From an optimization exercise on the open Yosys and OpenROAD flow, aimed at small area; shortcuts taken in it are not production practice. In this exercise RTL edits were held to simulation tests only and were not proved equivalent to the original. No activity file was given, so power comes from the tool's default toggle rates.

==> flow/design.v (outline; a module is shown in full before it is edited, if it fits) <==
// module maze_mem: 3196 lines
// module mm_cell: 89 lines
// module mm_enc: 53 lines
// module mm_aoi3: 6 lines
// module mm_aoi2: 6 lines
// module mm_nand3: 6 lines
// module mm_nand4: 6 lines
// module mm_or4: 6 lines
// module mm_or3: 6 lines
// module mm_nor2: 6 lines
// module mm_nand2: 6 lines
// module mm_a22o: 6 lines
module maze_mem #(
  parameter int maze_width = MAZE_WIDTH
) (
  input  logic                    clk,
  input  logic                    rst_n,
  input  logic                    load_start,
  input  logic                    load_valid,
  input  logic [7:0]              load_data,
  output logic                    load_ready,
  output logic                    solver_rst_n,
  input  logic [maze_width-1:0]   row,
  input  logic [maze_width-1:0]   col,
  input  logic                    maze_oe,
  input  logic                    maze_we,
  output logic                    maze_in,
  input  logic                    done,
  output logic [2*maze_width:0]   path_count,
  output logic                    we_on_wall
);
  // ...
==> flow/run.sh <==
#!/bin/bash
# synth_recipe.tcl (not shown) runs the flow's synth.tcl, then flattens the netlist and writes it again
# the make line also repeats each setting of config.mk as NAME=value (left out here)
make -C /OpenROAD-flow-scripts/flow DESIGN_CONFIG=/design/flow/config.mk WORK_HOME=/design/flow/orfs CLKGATE_MAP_FILE= SYNTH_SCRIPT=/design/flow/synth_recipe.tcl finish
==> flow/config.mk <==
export PLATFORM = sky130hd
export DESIGN_NAME = maze_mem
export DESIGN_NICKNAME = maze_mem
export VERILOG_FILES = /design/flow/design.v
export SDC_FILE = /design/flow/constraint.sdc
export NUM_CORES = 4
export LEC_CHECK = 0
export CAP_MARGIN = 10
export CORE_MARGIN = 2
export CORE_UTILIZATION = 70
export CTS_BUF_LIST = sky130_fd_sc_hd__clkbuf_8
export CTS_CLUSTER_DIAMETER = 70
export CTS_CLUSTER_SIZE = 16
export GPL_TIMING_DRIVEN = 0
export SLEW_MARGIN = 10
export SYNTH_HIERARCHICAL = 1
==> flow/constraint.sdc <==
create_clock -name core_clock -period 8.0 [get_ports {clk}]
set_input_delay 1.6000 -clock core_clock [delete_from_list [all_inputs] [get_ports {clk}]]
set_output_delay 1.6000 -clock core_clock [all_outputs]
set_load 0.01 [all_outputs]
==> run summary, run 1 <==
instance count of the mapped netlist slightly below 5000; dominant register cell in the synthesized netlist sky130_fd_sc_hd__dfxtp_1; Met1 Routed Length ~77 mm; complex-gate fraction of the synthesized area 0.351; quantity of gates resized following cts 2; clock slew at reported path FFs about 0.090 ns; layer with the highest usage after global routing met2; CTS tree built; Distinct cells, synth 91; endpoint of the worst-slack reg-to-reg timing path m_98[6]; final count of negative-setup-slack endpoints 0; row count 107; worst setup path endpoint path_count[7]; flip-flop and latch share of the layout cell area 0.523; sequential-cell power consumption between 9 and 10 mW; final global-route overflow total 0; r2r startpoint r_v[2]; drt pass-1 iters 13; portion of netlist area occupied by mux cells 0.00707; type of element launching the critical path flop; Hold Path Sink m_87[1]; wire length of the first global-routing pass slightly below 300 mm; sequential fraction of design power 0.539; most common cell after layout, fill and taps aside sky130_fd_sc_hd__dfxtp_1; overall die width roughly 300 um; final core utilization 0.769; share of final-layout standard cells stronger than drive strength 1 0.0591; clock tree sinks 1713; run status complete, no violations; power per cell area around 260 nW/um^2; # port buffers 32
==> inputs of run 2 (changes only) <==
==> flow/config.mk (replaced) <==
export PLATFORM = sky130hd
export DESIGN_NAME = maze_mem
export DESIGN_NICKNAME = maze_mem
export VERILOG_FILES = /design/flow/design.v
export SDC_FILE = /design/flow/constraint.sdc
export NUM_CORES = 4
export LEC_CHECK = 0
export CAP_MARGIN = 20
export CORE_MARGIN = 2
export CORE_UTILIZATION = 70
export CTS_BUF_LIST = sky130_fd_sc_hd__clkbuf_8
export CTS_CLUSTER_DIAMETER = 70
export CTS_CLUSTER_SIZE = 16
export SLEW_MARGIN = 20
export SYNTH_HIERARCHICAL = 1
==> run summary, run 2 <==
number of buffers and inverters on the critical path 1 (was 2); routability cong. 0.932 (was 0.905); worst path required time 6.40 ns (about the same); top cell type by total area after synthesis sky130_fd_sc_hd__dfxtp_1 (unchanged); number of max-cap violations 0 (unchanged); leakage power 24.1 nW (was 24.4 nW); maximum number of pins on one net before global-route repair 130 (was 102); top cell type's share of synthesized area 0.559 (unchanged); most common cell after layout, fill and taps aside sky130_fd_sc_hd__dfxtp_1 (unchanged); RSZ-0062 raised after global routing true; netlist area before placement 60700 um^2 (unchanged); I/O Pins 40 (unchanged); cell types occupying the most area after synthesis sky130_fd_sc_hd__dfxtp_1 56%, sky130_fd_sc_hd__a22o_1 24%, sky130_fd_sc_hd__a222oi_1 9.0%, sky130_fd_sc_hd__nor2_1 1.9%, sky130_fd_sc_hd__nand4_1 1.4% (unchanged); slack of the critical path 0.404 ns (was 0.238 ns); share of final-layout standard cells stronger than drive strength 1 0.0646 (was 0.0591); instance count of the mapped netlist 4973 (unchanged); # port buffers 39 (was 32); run status complete, no violations (unchanged); final count of negative-setup-slack endpoints 0 (unchanged); final global-route overflow total 0 (unchanged); maximum achievable frequency 132 MHz (was 129 MHz); post-synthesis area per instance 12.2 um^2 (unchanged); Synth top cells by count 1695 x sky130_fd_sc_hd__dfxtp_1, 1665 x sky130_fd_sc_hd__a22o_1, 546 x sky130_fd_sc_hd__a222oi_1 (unchanged); Tcrit/Tclk final 0.950 (was 0.970); Hold Crit Depth 1 (unchanged); crit-path leading delay family simple AND/OR/NAND/NOR gates (unchanged); post-route ant nets 0 (unchanged); minimum hold slack 0.492 ns (was 0.491 ns); DRC violations left 0 (unchanged); number of levels in the clock H-tree 3 (unchanged); type of element launching the critical path flop (unchanged); Worst slew margin 0.105 (was 0.137); drt total wl 196 mm (was 195 mm); via/cell ratio 8.03 (was 8.02); via count 51000 (was 50900); Distinct cells, synth 91 (unchanged); insertion delay to the later sink of the worst-skew pair 0.84 ns (was 0.83 ns); sequential cell area fraction in the yosys report 0.567 (unchanged); number of DRC markers in iteration 0 10100 (was 9800); buffer type at the clock tree root sky130_fd_sc_hd__clkbuf_8 (unchanged); worst slew pin tran 1.34 ns (was 1.29 ns); worst-case setup slack after placement 1.09 ns (was 0.814 ns); Inst Count DP 6209 (was 6200); Die Area 89000 um^2 (unchanged); worst-case clock buffer depth 3 (unchanged); Total GRT Usage 0.417 (about the same); number of flip-flops and latches in the synthesized netlist 1713 (unchanged); post-route setup TNS 0 ns (unchanged); row count 107 (unchanged); synth warn 12 (unchanged); overall die width 298 um (unchanged); endpoint of the worst-slack reg-to-reg timing path m_56[5] (was m_98[6]); class of the worst hold path flop to flop (unchanged); clock tree sinks 1713 (unchanged); flop-to-flop setup slack 1.34 ns (was 0.71 ns); final net count 5242 (was 5238); Hold Path Sink m_60[3] (was m_87[1]); TritonCTS Buffers 117 (unchanged); IR Drop Worst-Case VDD 448 uV (was 507 uV); drt pass-1 iters 17 (was 13); power per cell area 259 nW/um^2 (was 261 nW/um^2); max-slew violation total from the final report 0 (unchanged); number of enable flip-flop cells after synthesis 0 (unchanged); dominant register cell in the synthesized netlist sky130_fd_sc_hd__dfxtp_1 (unchanged); effective utilization at floorplan 0.709 (unchanged); final routed wire length divided by cell count 30.8 um (was 30.7 um); ys async rst share 0.0105 (unchanged); Worst Clk Skew 0.0261 ns (was 0.0322 ns); area added between synthesis and finish 7.50% (was 8.43%); arrival time of the worst setup path 6.00 ns (was 6.16 ns); most frequent cells in the layout 1689 x sky130_fd_sc_hd__dfxtp_1, 1665 x sky130_fd_sc_hd__a22o_1, 546 x sky130_fd_sc_hd__a222oi_1 (was 1692 x sky130_fd_sc_hd__dfxtp_1, 1665 x sky130_fd_sc_hd__a22o_1, 546 x sky130_fd_sc_hd__a222oi_1); count of filler cells inserted in the layout 5790 (was 5662); hold path startpoint m_60[3] (was m_87[1]); final core utilization 0.762 (was 0.769); wire length of the first global-routing pass 293 mm (was 292 mm); cell with the largest stage delay on the worst path sky130_fd_sc_hd__clkdlybuf4s50_1 (unchanged); critical path, cell by cell or3b_1 > a211o_1 > nand2_1 > a21oi_1 > o21ai_0 > a21oi_1 > o21ai_0 > ha_1 > nor2b_1 > nand4_1 > nor3_4 > nor2_1 > ha_1 > nand3_1 > o31ai_4 > or4b_1 > nand3_1 > o22ai_2 > nor3b_4 > nand4_4 > or4_1 > nand2_1 > clkdlybuf4s50_1 (was buf_6 > or2_1 > a2111o_1 > nand2_1 > a21oi_1 > o21ai_0 > a21oi_1 > o21ai_1 > ha_1 > nor2b_1 > nand4_1 > nor3_4 > nor2_1 > ha_1 > nand3_1 > o31ai_4 > or4b_1 > nand3_1 > o22ai_2 > nor3b_4 > nand4_4 > or4_1 > nand2_1 > clkdlybuf4s50_1); biggest fanout along the worst timing path 8 (was 10); dominant cell by count in the synthesized netlist sky130_fd_sc_hd__dfxtp_1 (unchanged); estimated wirelength of the detail-placed design 116 mm (was 120 mm); Final Hold Fails 0 (unchanged); Max stage delay on crit path 0.53 ns (about the same); CTS tree built (unchanged); Die Y-Extent 298 um (unchanged); crit path capture type primary output (unchanged); cell count of the worst reg-to-reg path 25 (was 28); clock slew at reported path FFs 0.10 ns (was 0.09 ns); post-route minimum period 7.60 ns (was 7.76 ns); r2r startpoint r_v[5] (was r_v[2]); initial antenna violation count 15 (was 21); Std-Cell Core Area 85500 um^2 (unchanged); Cell Count, Final, Fillers Out 6352 (was 6350); number of global-route vias before repair 46600 (was 46800); Worst Setup Path Type flop to primary output (unchanged)
-- run 2: cell counts after synthesis --
No cell type changed its count.
-- run 2: worst reg2reg max path, delay by kind of cell (launching register included) --
family                     cells  cell delay, ns
and+or+nand+nor               13            3.85
adders and majority gates      2            0.45
AOI/OAI and AO/OA              9            1.47
DFF                            1            0.40
buffers and inverters          1            0.42
-- run 2: cell type report --
class	count	area [um^2]	area share
tap	1144	1430	0.0219
antenna	8	20.0	0.000307
sequential	1713	34400	0.527
inverter	25	93.8	0.00144
timing repair buffer	140	1180	0.0181
clock inverter	10	63.8	0.000978
multi-input combinational	3192	26400	0.404
clock buffer	120	1650	0.0253
-- run 2: worst max path at each step --
stage                     cells past startpoint  startpoint       endpoint
after global placement                       24      r_v[4]  path_count[7]
after floorplan                              23      r_v[4]  path_count[7]
after detailed placement                     23      r_v[7]  path_count[7]
final                                        23      r_v[5]  path_count[5]
after CTS                                    23      r_v[7]  path_count[7]
after global routing                         23      r_v[2]  path_count[5]
-- run 2: cells by family (layout without fill, tap and decap cells) --
| family | Yosys count | in the layout | synth area share |
|---|---|---|---|
| muxes | 37 | 37 | 0.00707 |
| buffers and inverters | 69 | 295 | 0.00516 |
| adders and majority gates | 28 | 28 | 0.00577 |
| other | 1 | 10 | 0.0000618 |
| AOI/OAI and AO/OA | 2374 | 2374 | 0.351 |
| xor gates and xnor gates | 22 | 22 | 0.00342 |
| and+or+nand+nor | 729 | 729 | 0.0611 |
| DFF | 1713 | 1713 | 0.567 |
-- run 2: what timing repair did --
item                                   4_1_cts  5_1_grt
endpoints found under the hold margin        0        0
hold buffers                                 0        0
setup buffers                                0        1
resized for setup                            0       13
setup endpoints to repair                    0       10
-- run 2: metrics by stage --
stage	total power, mW	cell area, um^2
global placement	12.8	63300
floorplan	11.4	60700
detailed placement	12.9	63300
CTS	16.7	65000
global route	17.3	65200
finish	16.9	65200
-- run 2: Yosys stat by module, one instance, submodules excluded --
module	copies in the design	flip-flops and latches
maze_mem	1	1713
mm_cell	1	0
mm_enc	1	0
mm_aoi2	13	0
mm_aoi3	546	0
mm_a22o	1664	0
mm_or4	26	0
mm_nand4	130	0
mm_or3	26	0
mm_nand3	13	0
mm_nor2	256	0
-- run 2: metal layers --
metal,vias up,track usage,part of all wire
met5,-,0,0.00061
met4,12,0.194,0.050
met3,543,0.0957,0.13
met2,3648,0.596,0.43
met1,25100,0.601,0.40
li1,21700,-,-
-- run 2: report_power, final --
part           switching, mW  internal, mW
clock network           2.65          1.35
registers              0.308          8.97
logic                   2.80         0.834
==> inputs of run 3 (changes only) <==
--- a/flow/config.mk
+++ b/flow/config.mk
@@ -7,7 +7,7 @@
 export LEC_CHECK = 0
 export CAP_MARGIN = 20
 export CORE_MARGIN = 2
-export CORE_UTILIZATION = 70
+export CORE_UTILIZATION = 75
 export CTS_BUF_LIST = sky130_fd_sc_hd__clkbuf_8
 export CTS_CLUSTER_DIAMETER = 70
 export CTS_CLUSTER_SIZE = 16
==> run summary, run 3 <==
run status complete, no violations (unchanged); initial antenna violation count 13 (was 15); proportion of power drawn by combinational gates 0.219 (was 0.215); final routed wire length divided by cell count 31.0 um (was 30.8 um); area added between synthesis and finish 7.15% (was 7.50%); Total GRT Usage 0.444 (was 0.417); top cell type by total area after synthesis sky130_fd_sc_hd__dfxtp_1 (unchanged); r2r startpoint r_v[5] (unchanged); flop-to-flop setup slack 1.18 ns (was 1.34 ns); Distinct cells, synth 91 (unchanged); maximum number of pins on one net before global-route repair 130 (unchanged); dominant register cell in the synthesized netlist sky130_fd_sc_hd__dfxtp_1 (unchanged); number of flip-flops and latches in the synthesized netlist 1713 (unchanged); dominant cell by count in the synthesized netlist sky130_fd_sc_hd__dfxtp_1 (unchanged); number of levels in the clock H-tree 3 (unchanged); Net Sw Frac 0.339 (was 0.340); via count 51100 (was 51000); biggest fanout along the worst timing path 11 (was 8); final net count 5222 (was 5242); via/cell ratio 8.17 (was 8.03); clock tree sinks 1713 (unchanged); share of final-layout standard cells stronger than drive strength 1 0.0598 (was 0.0646); I/O Pins 40 (unchanged); Std-Cell Core Area 80300 um^2 (was 85500 um^2); post-route setup TNS 0 ns (unchanged); netlist area before placement 60700 um^2 (unchanged); effective utilization at floorplan 0.756 (was 0.709); worst path required time 6.40 ns (about the same); top cell type's share of synthesized area 0.559 (unchanged); startpoint of the most critical setup path r_v[5] (unchanged); arrival time of the worst setup path 6.02 ns (was 6.00 ns); Die Area 83200 um^2 (was 89000 um^2); IR Drop Worst-Case VDD 387 uV (was 448 uV); clock slew at reported path FFs 0.10 ns (about the same); worst-case clock buffer depth 3 (unchanged); most common cell after layout, fill and taps aside sky130_fd_sc_hd__dfxtp_1 (unchanged); most frequent cells in the layout 1694 x sky130_fd_sc_hd__dfxtp_1, 1665 x sky130_fd_sc_hd__a22o_1, 546 x sky130_fd_sc_hd__a222oi_1 (was 1689 x sky130_fd_sc_hd__dfxtp_1, 1665 x sky130_fd_sc_hd__a22o_1, 546 x sky130_fd_sc_hd__a222oi_1); Worst slew margin 0.190 (was 0.105); overall die width 288 um (was 298 um); hold path startpoint m_74[5] (was m_60[3]); Worst Setup Path Type flop to primary output (unchanged); number of max-cap violations 0 (unchanged); Final Hold Fails 0 (unchanged); drt total wl 193 mm (was 196 mm); cell types occupying the most area after synthesis sky130_fd_sc_hd__dfxtp_1 56%, sky130_fd_sc_hd__a22o_1 24%, sky130_fd_sc_hd__a222oi_1 9.0%, sky130_fd_sc_hd__nor2_1 1.9%, sky130_fd_sc_hd__nand4_1 1.4% (unchanged); drt pass-1 iters 15 (was 17); Die Y-Extent 288 um (was 298 um); leakage power 24.1 nW (about the same); insertion delay to the later sink of the worst-skew pair 0.83 ns (was 0.84 ns); maximum achievable frequency 131 MHz (was 132 MHz); post-synthesis area per instance 12.2 um^2 (unchanged); final count of negative-setup-slack endpoints 0 (unchanged); number of DRC markers in iteration 0 11000 (was 10100); type of element launching the critical path flop (unchanged); Synth top cells by count 1695 x sky130_fd_sc_hd__dfxtp_1, 1665 x sky130_fd_sc_hd__a22o_1, 546 x sky130_fd_sc_hd__a222oi_1 (unchanged); estimated wirelength of the detail-placed design 115 mm (was 116 mm); RSZ-0062 raised after global routing false (was true); max-slew violation total from the final report 0 (unchanged); Worst Clk Skew 0.0552 ns (was 0.0261 ns); final core utilization 0.810 (was 0.762); buffer type at the clock tree root sky130_fd_sc_hd__clkbuf_8 (unchanged); sequential fraction of design power 0.544 (was 0.549); Psw 5.77 mW (was 5.75 mW); CTS tree built (unchanged); cell count of the worst reg-to-reg path 24 (was 25); final global-route overflow total 0 (unchanged); sequential cell area fraction in the yosys report 0.567 (unchanged); worst-case setup slack after placement 1.01 ns (was 1.09 ns); wire length of the first global-routing pass 288 mm (was 293 mm); number of enable flip-flop cells after synthesis 0 (unchanged); Tcrit/Tclk final 0.953 (was 0.950); slack of the critical path 0.379 ns (was 0.404 ns); internal power component 11.2 mW (about the same); Hold Crit Depth 1 (unchanged); worst slew pin tran 1.21 ns (was 1.34 ns); class of the worst hold path flop to flop (unchanged); TritonCTS Buffers 118 (was 117); post-route ant nets 0 (unchanged); routability cong. 0.970 (was 0.932); endpoint of the worst-slack reg-to-reg timing path m_32[2] (was m_56[5]); crit path capture type primary output (unchanged); instance count of the mapped netlist 4973 (unchanged); count of hold buffers inserted by post-cts repair 0 (unchanged); DRC violations left 0 (unchanged); post-route minimum period 7.62 ns (was 7.60 ns); Hold Path Sink m_74[5] (was m_60[3]); # port buffers 39 (unchanged); ys async rst share 0.0105 (unchanged); synth warn 12 (unchanged); relative contribution of the clock network to total power 0.237 (was 0.236); row count 104 (was 107); power per cell area 262 nW/um^2 (was 259 nW/um^2); number of global-route vias before repair 46700 (was 46600)
[run 3: cell count changes in the layout (fill, tap and decap cells not counted), sizes merged]
cell,change
buf,-21
bufinv,+1
clkbuf,+3
clkinvlp,-2
diode,+1
inv,-1
[run 3: per-module statistics from Yosys (local to each module, per instance)]
module	cell area, um^2	cells inside	flops+latches	copies in the design
mm_enc	475	66	0	1
mm_nor2	3.75	1	0	256
maze_mem	36300	2010	1713	1
mm_or3	6.26	1	0	26
mm_aoi2	12.5	1	0	13
mm_cell	1540	223	0	1
mm_nand4	6.26	1	0	130
mm_a22o	8.76	1	0	1664
mm_nand3	5.00	1	0	13
mm_aoi3	10.0	1	0	546
mm_or4	7.51	1	0	26
[run 3: how the worst max path moves through the flow]
stage                     to  cells past startpoint
4_1_cts        path_count[5]                     23
2_1_floorplan  path_count[7]                     23
3_3_place_gp   path_count[7]                     23
3_5_place_dp   path_count[5]                     23
6_report       path_count[5]                     23
5_1_grt        path_count[7]                     23
[run 3: worst max-delay path, stage by stage, from the launching register on]
cell and delay (ns):
sky130_fd_sc_hd__dfxtp_2 0.46, sky130_fd_sc_hd__or3b_1 0.37, sky130_fd_sc_hd__a211o_1 0.33, sky130_fd_sc_hd__nand2_1 0.10, sky130_fd_sc_hd__a21oi_1 0.04, sky130_fd_sc_hd__o21ai_0 0.08, sky130_fd_sc_hd__a21oi_1 0.09, sky130_fd_sc_hd__o21ai_0 0.15
sky130_fd_sc_hd__ha_1 0.19, sky130_fd_sc_hd__nor2b_1 0.11, sky130_fd_sc_hd__nand4_1 0.12, sky130_fd_sc_hd__nor3_2 0.23, sky130_fd_sc_hd__nor2_1 0.08, sky130_fd_sc_hd__ha_1 0.28, sky130_fd_sc_hd__nand3_1 0.11, sky130_fd_sc_hd__o31ai_4 0.13
sky130_fd_sc_hd__or4b_1 0.46, sky130_fd_sc_hd__nand3_1 0.11, sky130_fd_sc_hd__o22ai_2 0.12, sky130_fd_sc_hd__nor3b_4 0.35, sky130_fd_sc_hd__nand4_4 0.19, sky130_fd_sc_hd__or4_1 0.52, sky130_fd_sc_hd__nand2_1 0.09, sky130_fd_sc_hd__clkdlybuf4s50_1 0.54
[run 3: metal layers]
| layer | vias to the layer above | wire length [um] | part of all wire | GRT usage |
|---|---|---|---|---|
| li1 | 21700 | - | - | - |
| met3 | 644 | 28700 | 0.15 | 0.134 |
| met2 | 3953 | 81200 | 0.42 | 0.624 |
| met1 | 24800 | 73600 | 0.38 | 0.626 |
| met4 | 12 | 9790 | 0.051 | 0.206 |
| met5 | - | 199 | 0.0010 | 0.0125 |
[run 3: layout make-up]
cell class | instances | area, um^2
clock inverter | 8 | 90.1
antenna | 9 | 22.5
sequential | 1713 | 34400
fill | 5003 | 15300
multi-input combinational | 3192 | 26300
inverter | 25 | 93.8
timing repair buffer | 119 | 1060
clock buffer | 123 | 1690
tap | 1060 | 1330
[run 3: metrics by stage]
| stage | instances | area [um^2] | power, mW | hold WS [ns] |
|---|---|---|---|---|
| finish | 6249 | 65000 | 17.0 | 0.491 |
| global route | 6244 | 65000 | 17.4 | 0.504 |
| CTS | 6235 | 64900 | 16.8 | 0.492 |
| detailed placement | 6104 | 63100 | 13.0 | 0.470 |
| global placement | 6104 | 63100 | 12.9 | 0.465 |
| floorplan | 4974 | 60700 | 11.4 | 0.455 |
[run 3: what timing repair did]
action                                  CTS  global route
endpoints found under the setup margin    0             2
setup buffers                             0             0
resized for setup                         0             2
[run 3: logic make-up after synthesis]
logic type | share of synthesized area
compound gates | 0.351
flops | 0.567
simple gates | 0.0611
buf+inv | 0.00516
mux | 0.00707
fa+ha+maj | 0.00577
xor+xnor | 0.00342
other cells | 0.0000618
[run 3: power groups by stage]
stage,Sequential [mW],Clock (mW),Combinational (mW)
after detailed placement,9.43,0,3.53
after floorplan,9.35,0,2.03
final,9.26,4.03,3.73
after global routing,9.30,4.31,3.80
after CTS,9.24,4.02,3.54
after global placement,9.41,0,3.45
==> inputs of run 4 (changes only) <==
--- a/flow/config.mk
+++ b/flow/config.mk
@@ -7,7 +7,7 @@
 export LEC_CHECK = 0
 export CAP_MARGIN = 20
 export CORE_MARGIN = 2
-export CORE_UTILIZATION = 75
+export CORE_UTILIZATION = 65
 export CTS_BUF_LIST = sky130_fd_sc_hd__clkbuf_8
 export CTS_CLUSTER_DIAMETER = 70
 export CTS_CLUSTER_SIZE = 16
==> run summary, run 4 <==
Die Area 95800 um^2 (was 83200 um^2); dominant register cell in the synthesized netlist sky130_fd_sc_hd__dfxtp_1 (unchanged); post-route ant nets 0 (unchanged); clock tree sinks 1713 (unchanged); max-slew violation total from the final report 0 (unchanged); top cell type's share of synthesized area 0.559 (unchanged); routability cong. 0.873 (was 0.970); Hold Crit Depth 1 (unchanged); initial antenna violation count 14 (was 13); number of flip-flops and latches in the synthesized netlist 1713 (unchanged); row count 112 (was 104); leakage power 24.2 nW (was 24.1 nW); flop-to-flop setup slack 1.19 ns (was 1.18 ns); TritonCTS Buffers 117 (was 118); worst slew pin tran 1.24 ns (was 1.21 ns); drt total wl 197 mm (was 193 mm); Tcrit/Tclk final 0.960 (was 0.953); number of DRC markers in iteration 0 9901 (was 11000); crit path capture type primary output (unchanged); netlist area before placement 60700 um^2 (unchanged); number of enable flip-flop cells after synthesis 0 (unchanged); overall die width 310 um (was 288 um); post-synthesis area per instance 12.2 um^2 (unchanged); I/O Pins 40 (unchanged); Std-Cell Core Area 92900 um^2 (was 80300 um^2); number of global-route vias before repair 44700 (was 46700); maximum number of pins on one net before global-route repair 130 (unchanged); final routed wire length divided by cell count 30.5 um (was 31.0 um); arrival time of the worst setup path 6.08 ns (was 6.02 ns); power per cell area 258 nW/um^2 (was 262 nW/um^2); Worst Clk Skew 0.0283 ns (was 0.0552 ns); buffer type at the clock tree root sky130_fd_sc_hd__clkbuf_8 (unchanged); cell types occupying the most area after synthesis sky130_fd_sc_hd__dfxtp_1 56%, sky130_fd_sc_hd__a22o_1 24%, sky130_fd_sc_hd__a222oi_1 9.0%, sky130_fd_sc_hd__nor2_1 1.9%, sky130_fd_sc_hd__nand4_1 1.4% (unchanged); dominant cell by count in the synthesized netlist sky130_fd_sc_hd__dfxtp_1 (unchanged); final global-route overflow total 0 (unchanged); # port buffers 39 (unchanged); final net count 5255 (was 5222); instance count of the mapped netlist 4973 (unchanged); wire length of the first global-routing pass 291 mm (was 288 mm); count of filler cells inserted in the layout 6996 (was 5003); via count 50300 (was 51100); number of levels in the clock H-tree 3 (unchanged); Worst slew margin 0.171 (was 0.190); maximum achievable frequency 130 MHz (was 131 MHz); Distinct cells, synth 91 (unchanged); drt pass-1 iters 14 (was 15); synth warn 12 (unchanged); worst path required time 6.40 ns (about the same); worst-case clock buffer depth 3 (unchanged); minimum hold slack 0.493 ns (was 0.491 ns); most frequent cells in the layout 1692 x sky130_fd_sc_hd__dfxtp_1, 1665 x sky130_fd_sc_hd__a22o_1, 546 x sky130_fd_sc_hd__a222oi_1 (was 1694 x sky130_fd_sc_hd__dfxtp_1, 1665 x sky130_fd_sc_hd__a22o_1, 546 x sky130_fd_sc_hd__a222oi_1); via/cell ratio 7.77 (was 8.17); top cell type by total area after synthesis sky130_fd_sc_hd__dfxtp_1 (unchanged); share of final-layout standard cells stronger than drive strength 1 0.0668 (was 0.0598); clock slew at reported path FFs 0.10 ns (about the same); count of hold buffers inserted by post-cts repair 0 (unchanged); biggest fanout along the worst timing path 14 (was 11); number of max-cap violations 0 (unchanged); IR Drop Worst-Case VDD 481 uV (was 387 uV); Cell Count, Final, Fillers Out 6474 (was 6249); Worst Setup Path Type flop to primary output (unchanged); type of element launching the critical path flop (unchanged); class of the worst hold path flop to flop (unchanged); Total GRT Usage 0.394 (was 0.444); most common cell after layout, fill and taps aside sky130_fd_sc_hd__dfxtp_1 (unchanged); DRC violations left 0 (unchanged); Inst Count DP 6327 (was 6104); ys async rst share 0.0105 (unchanged); CTS tree built (unchanged); Die Y-Extent 310 um (was 288 um); Final Hold Fails 0 (unchanged); sequential cell area fraction in the yosys report 0.567 (unchanged); post-route minimum period 7.68 ns (was 7.62 ns); cell count of the worst reg-to-reg path 27 (was 24); effective utilization at floorplan 0.653 (was 0.756); area added between synthesis and finish 7.95% (was 7.15%); estimated wirelength of the detail-placed design 117 mm (was 115 mm); run status complete, no violations (unchanged); insertion delay to the later sink of the worst-skew pair 0.84 ns (was 0.83 ns); Synth top cells by count 1695 x sky130_fd_sc_hd__dfxtp_1, 1665 x sky130_fd_sc_hd__a22o_1, 546 x sky130_fd_sc_hd__a222oi_1 (unchanged); final count of negative-setup-slack endpoints 0 (unchanged)
-- run 4: modules after synthesis, one instance, submodules excluded, excerpt --
module,cells inside,flip-flops and latches,times used
mm_aoi2,1,0,13
mm_cell,223,0,1
maze_mem,2010,1713,1
mm_nand3,1,0,13
mm_nor2,1,0,256
mm_nand4,1,0,130
mm_or3,1,0,26
mm_a22o,1,0,1664
mm_aoi3,1,0,546
-- run 4: power by group --
part,internal (mW),switching [mW],total [mW]
registers,8.97,0.279,9.24
clock network,1.36,2.63,4.00
logic,0.836,2.84,3.67
-- run 4: worst paths after layout --
kind,start,end
worst max-delay path,r_v[7],path_count[5]
worst min-delay path,m_21[2],m_21[2]
worst max register to register,r_v[7],m_120[10]
worst min register to register,m_21[2],m_21[2]
max in group asynchronous,rst_n,count_q[7]
min in group asynchronous,rst_n,count_q[2]
-- run 4: timing repair --
action / in CTS / in global routing
resized for setup: 1 / 6
setup endpoints to repair: 2 / 9
buffers inserted: 0 / 3
pin swaps: 0 / 3
-- run 4: kinds of logic (layout without fill, tap and decap cells) --
kind of cell               count (synthesis)  in the layout  share of synthesized area
muxes                                     37             37                    0.00707
and+or+nand+nor                          729            729                     0.0611
adders and majority gates                 28             28                    0.00577
buffers and inverters                     69            308                    0.00516
AOI/OAI and AO/OA                       2374           2374                      0.351
DFF                                     1713           1713                      0.567
xor gates and xnor gates                  22             22                    0.00342
other                                      1              9                  0.0000618
-- run 4: layer usage --
metal | share of wire | vias to the layer above | track usage
met2 | 0.42 | 3315 | 0.549
met4 | 0.042 | 10 | 0.154
met5 | 0.00032 | - | 0
li1 | - | 21700 | -
met3 | 0.12 | 432 | 0.0841
met1 | 0.42 | 24800 | 0.594
-- run 4: cell type report --
cell class | instances | area (um^2) | area share
timing repair buffer | 153 | 1300 | 0.0199
clock inverter | 12 | 97.6 | 0.00149
antenna | 7 | 17.5 | 0.000267
clock buffer | 118 | 1620 | 0.0248
inverter | 25 | 93.8 | 0.00143
tap | 1254 | 1570 | 0.0240
multi-input combinational | 3192 | 26400 | 0.403
sequential | 1713 | 34400 | 0.525
-- run 4: metrics by stage --
stage	TNS (ns)	cell area [um^2]	setup slack, ns	power, mW	utilization
floorplan	0	60700	1.97	11.4	-
global placement	0	63500	0.935	12.9	0.684
detailed placement	0	63500	0.866	13.0	0.684
CTS	0	65200	0.0844	16.8	0.702
global route	-0.00863	65500	-0.00863	17.4	0.705
finish	0	65500	0.316	16.9	0.705
-- run 4: worst max-delay path, cell delays in order, from the launching register on --
cell and delay [ns]:
sky130_fd_sc_hd__dfxtp_4 0.44, sky130_fd_sc_hd__buf_6 0.17, sky130_fd_sc_hd__nand2_1 0.08, sky130_fd_sc_hd__a2111o_1 0.47
sky130_fd_sc_hd__nand2_1 0.12, sky130_fd_sc_hd__a21oi_1 0.05, sky130_fd_sc_hd__o21ai_0 0.08, sky130_fd_sc_hd__a21oi_1 0.08
sky130_fd_sc_hd__o21ai_0 0.13, sky130_fd_sc_hd__ha_1 0.19, sky130_fd_sc_hd__nor2b_1 0.12, sky130_fd_sc_hd__nand4_1 0.16
sky130_fd_sc_hd__nor3_4 0.24, sky130_fd_sc_hd__nor2_1 0.06, sky130_fd_sc_hd__ha_1 0.26, sky130_fd_sc_hd__nand3_1 0.11
sky130_fd_sc_hd__o31ai_4 0.13, sky130_fd_sc_hd__or4b_1 0.48, sky130_fd_sc_hd__nand3_1 0.12, sky130_fd_sc_hd__o22ai_2 0.12
sky130_fd_sc_hd__nor3b_4 0.34, sky130_fd_sc_hd__nand4_4 0.17, sky130_fd_sc_hd__or4_1 0.51, sky130_fd_sc_hd__nand2_1 0.09
sky130_fd_sc_hd__clkdlybuf4s50_1 0.53
==> inputs of run 5 (changes only) <==
--- a/flow/config.mk
+++ b/flow/config.mk
@@ -7,7 +7,7 @@
 export LEC_CHECK = 0
 export CAP_MARGIN = 20
 export CORE_MARGIN = 2
-export CORE_UTILIZATION = 65
+export CORE_UTILIZATION = 72
 export CTS_BUF_LIST = sky130_fd_sc_hd__clkbuf_8
 export CTS_CLUSTER_DIAMETER = 70
 export CTS_CLUSTER_SIZE = 16
==> run summary, run 5 <==
maximum achievable frequency 131 MHz (was 130 MHz); estimated wirelength of the detail-placed design 113 mm (was 117 mm); drt total wl 192 mm (was 197 mm); class of the worst hold path flop to flop (unchanged); share of final-layout standard cells stronger than drive strength 1 0.0548 (was 0.0668); ys async rst share 0.0105 (unchanged); minimum hold slack 0.490 ns (was 0.493 ns); Max stage delay on crit path 0.54 ns (was 0.53 ns); DRC violations left 0 (unchanged); area added between synthesis and finish 6.78% (was 7.95%); routability cong. 0.974 (was 0.873); Net Sw Frac 0.339 (was 0.340); sequential cell area fraction in the yosys report 0.567 (unchanged); initial antenna violation count 12 (was 14); row count 106 (was 112); Worst Clk Skew 0.0408 ns (was 0.0283 ns); Tcrit/Tclk final 0.956 (was 0.960); overall die width 294 um (was 310 um); Total GRT Usage 0.426 (was 0.394); Std-Cell Core Area 83600 um^2 (was 92900 um^2); power per cell area 261 nW/um^2 (was 258 nW/um^2); crit path capture type primary output (unchanged); number of flip-flops and latches in the synthesized netlist 1713 (unchanged); Worst slew margin 0.157 (was 0.171); run status complete, no violations (unchanged); via count 50800 (was 50300); relative contribution of the clock network to total power 0.238 (was 0.236); Distinct cells, synth 91 (unchanged); Synth top cells by count 1695 x sky130_fd_sc_hd__dfxtp_1, 1665 x sky130_fd_sc_hd__a22o_1, 546 x sky130_fd_sc_hd__a222oi_1 (unchanged); TritonCTS Buffers 118 (was 117); Post-Layout Inst Area 64800 um^2 (was 65500 um^2); Final Hold Fails 0 (unchanged); synth warn 12 (unchanged); post-route setup TNS 0 ns (unchanged); Die Area 86600 um^2 (was 95800 um^2); number of levels in the clock H-tree 3 (unchanged); max-slew violation total from the final report 0 (unchanged); dominant register cell in the synthesized netlist sky130_fd_sc_hd__dfxtp_1 (unchanged); dominant cell by count in the synthesized netlist sky130_fd_sc_hd__dfxtp_1 (unchanged); cell types occupying the most area after synthesis sky130_fd_sc_hd__dfxtp_1 56%, sky130_fd_sc_hd__a22o_1 24%, sky130_fd_sc_hd__a222oi_1 9.0%, sky130_fd_sc_hd__nor2_1 1.9%, sky130_fd_sc_hd__nand4_1 1.4% (unchanged); arrival time of the worst setup path 6.05 ns (was 6.08 ns); standard cell area after detailed placement 62800 um^2 (was 63500 um^2); proportion of power drawn by combinational gates 0.213 (was 0.217); wire length of the first global-routing pass 288 mm (was 291 mm); Psw 5.73 mW (was 5.75 mW); buffer type at the clock tree root sky130_fd_sc_hd__clkbuf_8 (unchanged); post-route ant nets 0 (unchanged); CTS tree built (unchanged); area used by multi-input combinational logic 26400 um^2 (about the same); biggest fanout along the worst timing path 18 (was 14); top cell type by total area after synthesis sky130_fd_sc_hd__dfxtp_1 (unchanged); final routed wire length divided by cell count 30.9 um (was 30.5 um); Worst Setup Path Type flop to primary output (unchanged); number of max-cap violations 0 (unchanged); final count of negative-setup-slack endpoints 0 (unchanged); instance count of the mapped netlist 4973 (unchanged); final global-route overflow total 0 (unchanged); count of hold buffers inserted by post-cts repair 0 (unchanged); internal power component 11.2 mW (about the same); post-route minimum period 7.65 ns (was 7.68 ns); worst path required time 6.40 ns (about the same); register cell area after layout 34400 um^2 (about the same); netlist area before placement 60700 um^2 (unchanged); most frequent cells in the layout 1692 x sky130_fd_sc_hd__dfxtp_1, 1665 x sky130_fd_sc_hd__a22o_1, 546 x sky130_fd_sc_hd__a222oi_1 (unchanged); via/cell ratio 8.14 (was 7.77); post-synthesis area per instance 12.2 um^2 (unchanged); Die Y-Extent 294 um (was 310 um); maximum number of pins on one net before global-route repair 130 (unchanged); insertion delay to the later sink of the worst-skew pair 0.83 ns (was 0.84 ns); I/O Pins 40 (unchanged); effective utilization at floorplan 0.726 (was 0.653); count of filler cells inserted in the layout 5508 (was 6996); # port buffers 39 (unchanged); clock slew at reported path FFs 0.09 ns (was 0.10 ns); IR Drop Worst-Case VDD 643 uV (was 481 uV); leakage power 23.9 nW (was 24.2 nW); type of element launching the critical path flop (unchanged); drt pass-1 iters 15 (was 14); most common cell after layout, fill and taps aside sky130_fd_sc_hd__dfxtp_1 (unchanged); critical path, cell by cell or3b_1 > a211o_1 > nand2_1 > a21oi_1 > o21ai_0 > a21oi_1 > o21ai_0 > ha_1 > nor2b_1 > nand4_1 > nor3_2 > nor2_1 > ha_1 > nand3_1 > o31ai_4 > or4b_1 > nand3_1 > o22ai_2 > nor3b_4 > nand4_4 > or4_1 > nand2_1 > clkdlybuf4s50_1 (was buf_6 > nand2_1 > a2111o_1 > nand2_1 > a21oi_1 > o21ai_0 > a21oi_1 > o21ai_0 > ha_1 > nor2b_1 > nand4_1 > nor3_4 > nor2_1 > ha_1 > nand3_1 > o31ai_4 > or4b_1 > nand3_1 > o22ai_2 > nor3b_4 > nand4_4 > or4_1 > nand2_1 > clkdlybuf4s50_1); worst slew pin tran 1.26 ns (was 1.24 ns); final net count 5191 (was 5255); worst-case clock buffer depth 3 (unchanged); number of DRC markers in iteration 0 10200 (was 9901); number of global-route vias before repair 45900 (was 44700); cell with the largest stage delay on the worst path sky130_fd_sc_hd__clkdlybuf4s50_1 (unchanged); top cell type's share of synthesized area 0.559 (unchanged); sequential fraction of design power 0.549 (was 0.546); clock tree sinks 1713 (unchanged); number of enable flip-flop cells after synthesis 0 (unchanged); post-layout power 16.9 mW (about the same); RSZ-0062 raised after global routing false
## run 5: power groups by stage
stage | Clock, mW | Sequential, mW | Combinational, mW
after floorplan | 0 | 9.35 | 2.03
after global placement | 0 | 9.43 | 3.38
after detailed placement | 0 | 9.45 | 3.44
after CTS | 4.00 | 9.26 | 3.45
after global routing | 4.32 | 9.32 | 3.70
final | 4.01 | 9.27 | 3.60
## run 5: cells by family after synthesis
family                   Yosys count  share of synthesized area
AO/OA/AOI/OAI                   2374                      0.351
flip-flops                      1713                      0.567
AND/OR/NAND/NOR                  729                     0.0611
buffers and inverters             69                    0.00516
multiplexers                      37                    0.00707
adder cells (fa/ha/maj)           28                    0.00577
XOR/XNOR                          22                    0.00342
other                              1                  0.0000618
## run 5: Yosys stat by module, one instance, submodules excluded
module,flops+latches,cells inside,area [um^2],times used
maze_mem,1713,2010,36300,1
mm_a22o,0,1,8.76,1664
mm_aoi2,0,1,12.5,13
mm_aoi3,0,1,10.0,546
mm_cell,0,223,1540,1
mm_enc,0,66,475,1
mm_nand3,0,1,5.00,13
mm_nand4,0,1,6.26,130
mm_nor2,0,1,3.75,256
mm_or3,0,1,6.26,26
mm_or4,0,1,7.51,26
## run 5: what timing repair did
| item | 4_1_cts | 5_1_grt |
|---|---|---|
| gates resized for setup | 0 | 5 |
| endpoints found under the hold margin | 0 | 0 |
| setup endpoints to repair | 0 | 10 |
| buffers inserted | 0 | 2 |
## run 5: metal layers
layer / share of wire / GRT usage
met1: 0.39 / 0.619
met2: 0.41 / 0.584
met3: 0.14 / 0.112
met4: 0.055 / 0.212
met5: 0.00026 / 0
## run 5: worst max-delay path, delay by kind of cell (launching register included)
family | cells | cell delay (ns)
simple gates | 13 | 2.91
buf+inv | 1 | 0.54
compound gates | 7 | 0.93
flops | 1 | 0.42
fa+ha+maj | 2 | 0.47
## run 5: worst paths after layout
| path | startpoint | endpoint | slack, ns | cells past startpoint |
|---|---|---|---|---|
| setup / recovery | r_v[4] | path_count[7] | 0.35 | 23 |
| max in group asynchronous | rst_n | maze_in_q | 6.20 | 1 |
| min in group asynchronous | rst_n | count_q[4] | 1.28 | 1 |
| hold reg to reg | m_21[0] | m_21[0] | 0.49 | 1 |
| hold / removal | m_21[0] | m_21[0] | 0.49 | 1 |
| setup reg to reg | r_v[4] | m_64[0] | 1.17 | 26 |
## run 5: cell type report
class / count / area share
multi-input combinational: 3192 / 0.407
tap: 1080 / 0.0209
clock buffer: 119 / 0.0253
clock inverter: 12 / 0.00197
inverter: 25 / 0.00145
antenna: 3 / 0.000116
sequential: 1713 / 0.531
timing repair buffer: 88 / 0.0124
## run 5: metrics by stage
step	setup slack, ns	cells	utilization
2_1_floorplan	1.97	4974	-
3_3_place_gp	1.01	6089	0.752
3_5_place_dp	0.971	6089	0.752
4_1_cts	0.0953	6220	0.773
5_1_grt	0.0146	6232	0.775
6_report	0.353	6232	0.775
==> inputs of run 6 (changes only) <==
--- a/flow/config.mk
+++ b/flow/config.mk
@@ -7,9 +7,9 @@
 export LEC_CHECK = 0
 export CAP_MARGIN = 20
 export CORE_MARGIN = 2
-export CORE_UTILIZATION = 72
+export CORE_UTILIZATION = 75
 export CTS_BUF_LIST = sky130_fd_sc_hd__clkbuf_8
-export CTS_CLUSTER_DIAMETER = 70
+export CTS_CLUSTER_DIAMETER = 60
 export CTS_CLUSTER_SIZE = 16
 export SLEW_MARGIN = 20
 export SYNTH_HIERARCHICAL = 1
==> run summary, run 6 <==
final net count 5221 (was 5191); number of DRC markers in iteration 0 10700 (was 10200); DRC violations left 0 (unchanged); flop-to-flop setup slack 1.14 ns (was 1.17 ns); dominant register cell in the synthesized netlist sky130_fd_sc_hd__dfxtp_1 (unchanged); ys async rst share 0.0105 (unchanged); synth warn 12 (unchanged); class of the worst hold path flop to flop (unchanged); number of buffers and inverters on the critical path 1 (unchanged); Std-Cell Core Area 80300 um^2 (was 83600 um^2); count of hold buffers inserted by post-cts repair 0 (unchanged); wire length of the first global-routing pass 288 mm (about the same); top cell type's share of synthesized area 0.559 (unchanged); Die Area 83200 um^2 (was 86600 um^2); run status complete, no violations (unchanged); Total GRT Usage 0.444 (was 0.426); crit path capture type primary output (unchanged); area added between synthesis and finish 7.12% (was 6.78%); Tcrit/Tclk final 0.959 (was 0.956); TritonCTS Buffers 119 (was 118); clock tree sinks 1713 (unchanged); max-slew violation total from the final report 0 (unchanged); post-route ant nets 0 (unchanged); top cell type by total area after synthesis sky130_fd_sc_hd__dfxtp_1 (unchanged); most common cell after layout, fill and taps aside sky130_fd_sc_hd__dfxtp_1 (unchanged); worst path required time 6.40 ns (about the same); number of max-cap violations 0 (unchanged); via/cell ratio 8.18 (was 8.14); post-route setup TNS 0 ns (unchanged); cell types occupying the most area after synthesis sky130_fd_sc_hd__dfxtp_1 56%, sky130_fd_sc_hd__a22o_1 24%, sky130_fd_sc_hd__a222oi_1 9.0%, sky130_fd_sc_hd__nor2_1 1.9%, sky130_fd_sc_hd__nand4_1 1.4% (unchanged); crit-path leading delay family simple AND/OR/NAND/NOR gates (unchanged); I/O Pins 40 (unchanged); row count 104 (was 106); Die Y-Extent 288 um (was 294 um); worst slew pin tran 1.28 ns (was 1.26 ns); # port buffers 39 (unchanged); buffer type at the clock tree root sky130_fd_sc_hd__clkbuf_8 (unchanged); effective utilization at floorplan 0.756 (was 0.726); number of levels in the clock H-tree 3 (unchanged); Distinct cells, synth 91 (unchanged); Worst Setup Path Type flop to primary output (unchanged); critical path, cell by cell or3b_1 > a211o_1 > nand2_1 > a21oi_1 > o21ai_0 > a21oi_1 > o21ai_0 > ha_1 > nor2b_1 > nand4_1 > nor3_2 > nor2_1 > ha_1 > nand3_1 > o31ai_4 > or4b_1 > nand3_1 > o22ai_2 > nor3b_4 > nand4_4 > or4_1 > nand2_1 > clkdlybuf4s50_1 (unchanged); clock slew at reported path FFs 0.11 ns (was 0.09 ns); initial antenna violation count 15 (was 12); final count of negative-setup-slack endpoints 0 (unchanged); power per cell area 262 nW/um^2 (was 261 nW/um^2); drt total wl 193 mm (was 192 mm); Worst slew margin 0.146 (was 0.157); Synth top cells by count 1695 x sky130_fd_sc_hd__dfxtp_1, 1665 x sky130_fd_sc_hd__a22o_1, 546 x sky130_fd_sc_hd__a222oi_1 (unchanged); post-route minimum period 7.67 ns (was 7.65 ns); number of global-route vias before repair 46700 (was 45900); minimum hold slack 0.492 ns (was 0.490 ns); number of flip-flops and latches in the synthesized netlist 1713 (unchanged); dominant cell by count in the synthesized netlist sky130_fd_sc_hd__dfxtp_1 (unchanged); biggest fanout along the worst timing path 11 (was 18); share of final-layout standard cells stronger than drive strength 1 0.0598 (was 0.0548); final global-route overflow total 0 (unchanged); insertion delay to the later sink of the worst-skew pair 0.84 ns (was 0.83 ns); cell with the largest stage delay on the worst path sky130_fd_sc_hd__clkdlybuf4s50_1 (unchanged); RSZ-0062 raised after global routing false (unchanged); instance count of the mapped netlist 4973 (unchanged); number of enable flip-flop cells after synthesis 0 (unchanged); arrival time of the worst setup path 6.07 ns (was 6.05 ns); CTS tree built (unchanged); netlist area before placement 60700 um^2 (unchanged); type of element launching the critical path flop (unchanged); Max stage delay on crit path 0.54 ns (about the same); routability cong. 0.970 (was 0.974); via count 51100 (was 50800); post-synthesis area per instance 12.2 um^2 (unchanged); setup bufs post-CTS 0 (unchanged); sequential cell area fraction in the yosys report 0.567 (unchanged); IR Drop Worst-Case VDD 359 uV (was 643 uV); drt pass-1 iters 14 (was 15); leakage power 24.1 nW (was 23.9 nW); most frequent cells in the layout 1694 x sky130_fd_sc_hd__dfxtp_1, 1665 x sky130_fd_sc_hd__a22o_1, 546 x sky130_fd_sc_hd__a222oi_1 (was 1692 x sky130_fd_sc_hd__dfxtp_1, 1665 x sky130_fd_sc_hd__a22o_1, 546 x sky130_fd_sc_hd__a222oi_1); Worst Clk Skew 0.0606 ns (was 0.0408 ns); maximum number of pins on one net before global-route repair 130 (unchanged); worst-case clock buffer depth 3 (unchanged); estimated wirelength of the detail-placed design 115 mm (was 113 mm); quantity of gates resized following cts 0 (unchanged); Final Hold Fails 0 (unchanged); maximum achievable frequency 130 MHz (was 131 MHz); overall die width 288 um (was 294 um); final routed wire length divided by cell count 30.9 um (about the same)
## run 6: worst paths after layout
path,start,endpoint,cells after the start
worst min-delay path,m_15[3],m_15[3],1
max in group asynchronous,rst_n,r_oe,1
min in group asynchronous,rst_n,count_q[7],1
worst min register to register,m_15[3],m_15[3],1
worst max register to register,r_v[5],m_32[7],24
worst max-delay path,r_v[5],path_count[5],23
## run 6: cell families (layout without fill, tap and decap cells)
family                     after synthesis  after routing  synth area share
AOI/OAI and AO/OA                     2374           2374             0.351
xor gates and xnor gates                22             22           0.00342
adders and majority gates               28             28           0.00577
buffers and inverters                   69            280           0.00516
DFF                                   1713           1713             0.567
muxes                                   37             37           0.00707
other                                    1             12         0.0000618
and+or+nand+nor                        729            729            0.0611
## run 6: power breakdown
part           switching [mW]  total [mW]  internal (mW)
Combinational            2.85        3.70          0.852
Sequential              0.290        9.25           8.96
Clock                    2.64        4.04           1.40
Total                    5.78        17.0           11.2
## run 6: metrics by stage
stage / util / worst slack, ns / power, mW / cells / cell area (um^2)
after floorplan: - / 1.97 / 11.4 / 4974 / 60700
after global placement: 0.786 / 1.02 / 12.9 / 6104 / 63100
after detailed placement: 0.786 / 1.01 / 13.0 / 6104 / 63100
after CTS: 0.808 / 0.0991 / 16.8 / 6242 / 64900
after global routing: 0.809 / 0.0318 / 17.4 / 6247 / 65000
final: 0.809 / 0.332 / 17.0 / 6255 / 65000
## run 6: cell type report
cell class	instances	area [um^2]
Multi-Input combinational cell	3192	26300
Timing Repair Buffer	117	1020
Clock buffer	124	1710
Clock inverter	14	96.3
Tap cell	1060	1330
Fill cell	4994	15300
Inverter	25	93.8
Antenna cell	10	25.0
Sequential cell	1713	34400
## run 6: per-module statistics from Yosys, one instance, submodules excluded
module | cells inside | flip-flops and latches | cell area [um^2] | times used
maze_mem | 2010 | 1713 | 36300 | 1
mm_a22o | 1 | 0 | 8.76 | 1664
mm_aoi2 | 1 | 0 | 12.5 | 13
mm_aoi3 | 1 | 0 | 10.0 | 546
mm_cell | 223 | 0 | 1540 | 1
mm_enc | 66 | 0 | 475 | 1
mm_nand3 | 1 | 0 | 5.00 | 13
mm_nand4 | 1 | 0 | 6.26 | 130
mm_nor2 | 1 | 0 | 3.75 | 256
mm_or3 | 1 | 0 | 6.26 | 26
mm_or4 | 1 | 0 | 7.51 | 26
## run 6: routing by layer
metal  part of all wire  global-route usage  up-vias
met4              0.055               0.211       10
li1                   -                   -    21700
met5            0.00084              0.0108        -
met2               0.42               0.624     3930
met1               0.38               0.628    24800
met3               0.15               0.128      677

[what the ideal ports hide]
Ports are ideal in the flow. The routed layouts listed here were re-timed in OpenROAD.
Step 1 assumes that a clkbuf_16 drives the clock port and a buf_2 every other input.
Step 2, shift: input delay + t, output delay - t, t = (earliest + latest rising clock arrival at the registers) / 2. This alone moves slack from input paths to output paths.
Three values: ideal, step 1, step 2; two values: the first two.
run | t, ns | setup slack, ns | worst hold slack (ns) | worst setup path at the end | worst data-port slew with drivers (ns)
run 1 | 0.879 | 0.238 / 0.170 / 0.713 | 0.491 / 0.491 / 0.491 | register to register | 0.12
run 2 | 0.897 | 0.404 / 0.333 / 1.188 | 0.492 / 0.492 / 0.492 | input to register | 0.13
run 3 | 0.871 | 0.379 / 0.310 / 1.110 | 0.491 / 0.491 / 0.491 | input to register | 0.13
run 4 | 0.904 | 0.316 / 0.246 / 0.997 | 0.493 / 0.493 / 0.493 | input to register | 0.10
run 5 | 0.875 | 0.353 / 0.286 / 1.162 | 0.490 / 0.490 / 0.490 | register to output | 0.14
run 6 | 0.879 | 0.332 / 0.263 / 1.142 | 0.492 / 0.492 / 0.492 | register to output | 0.15
After both steps every run listed still meets setup and hold.
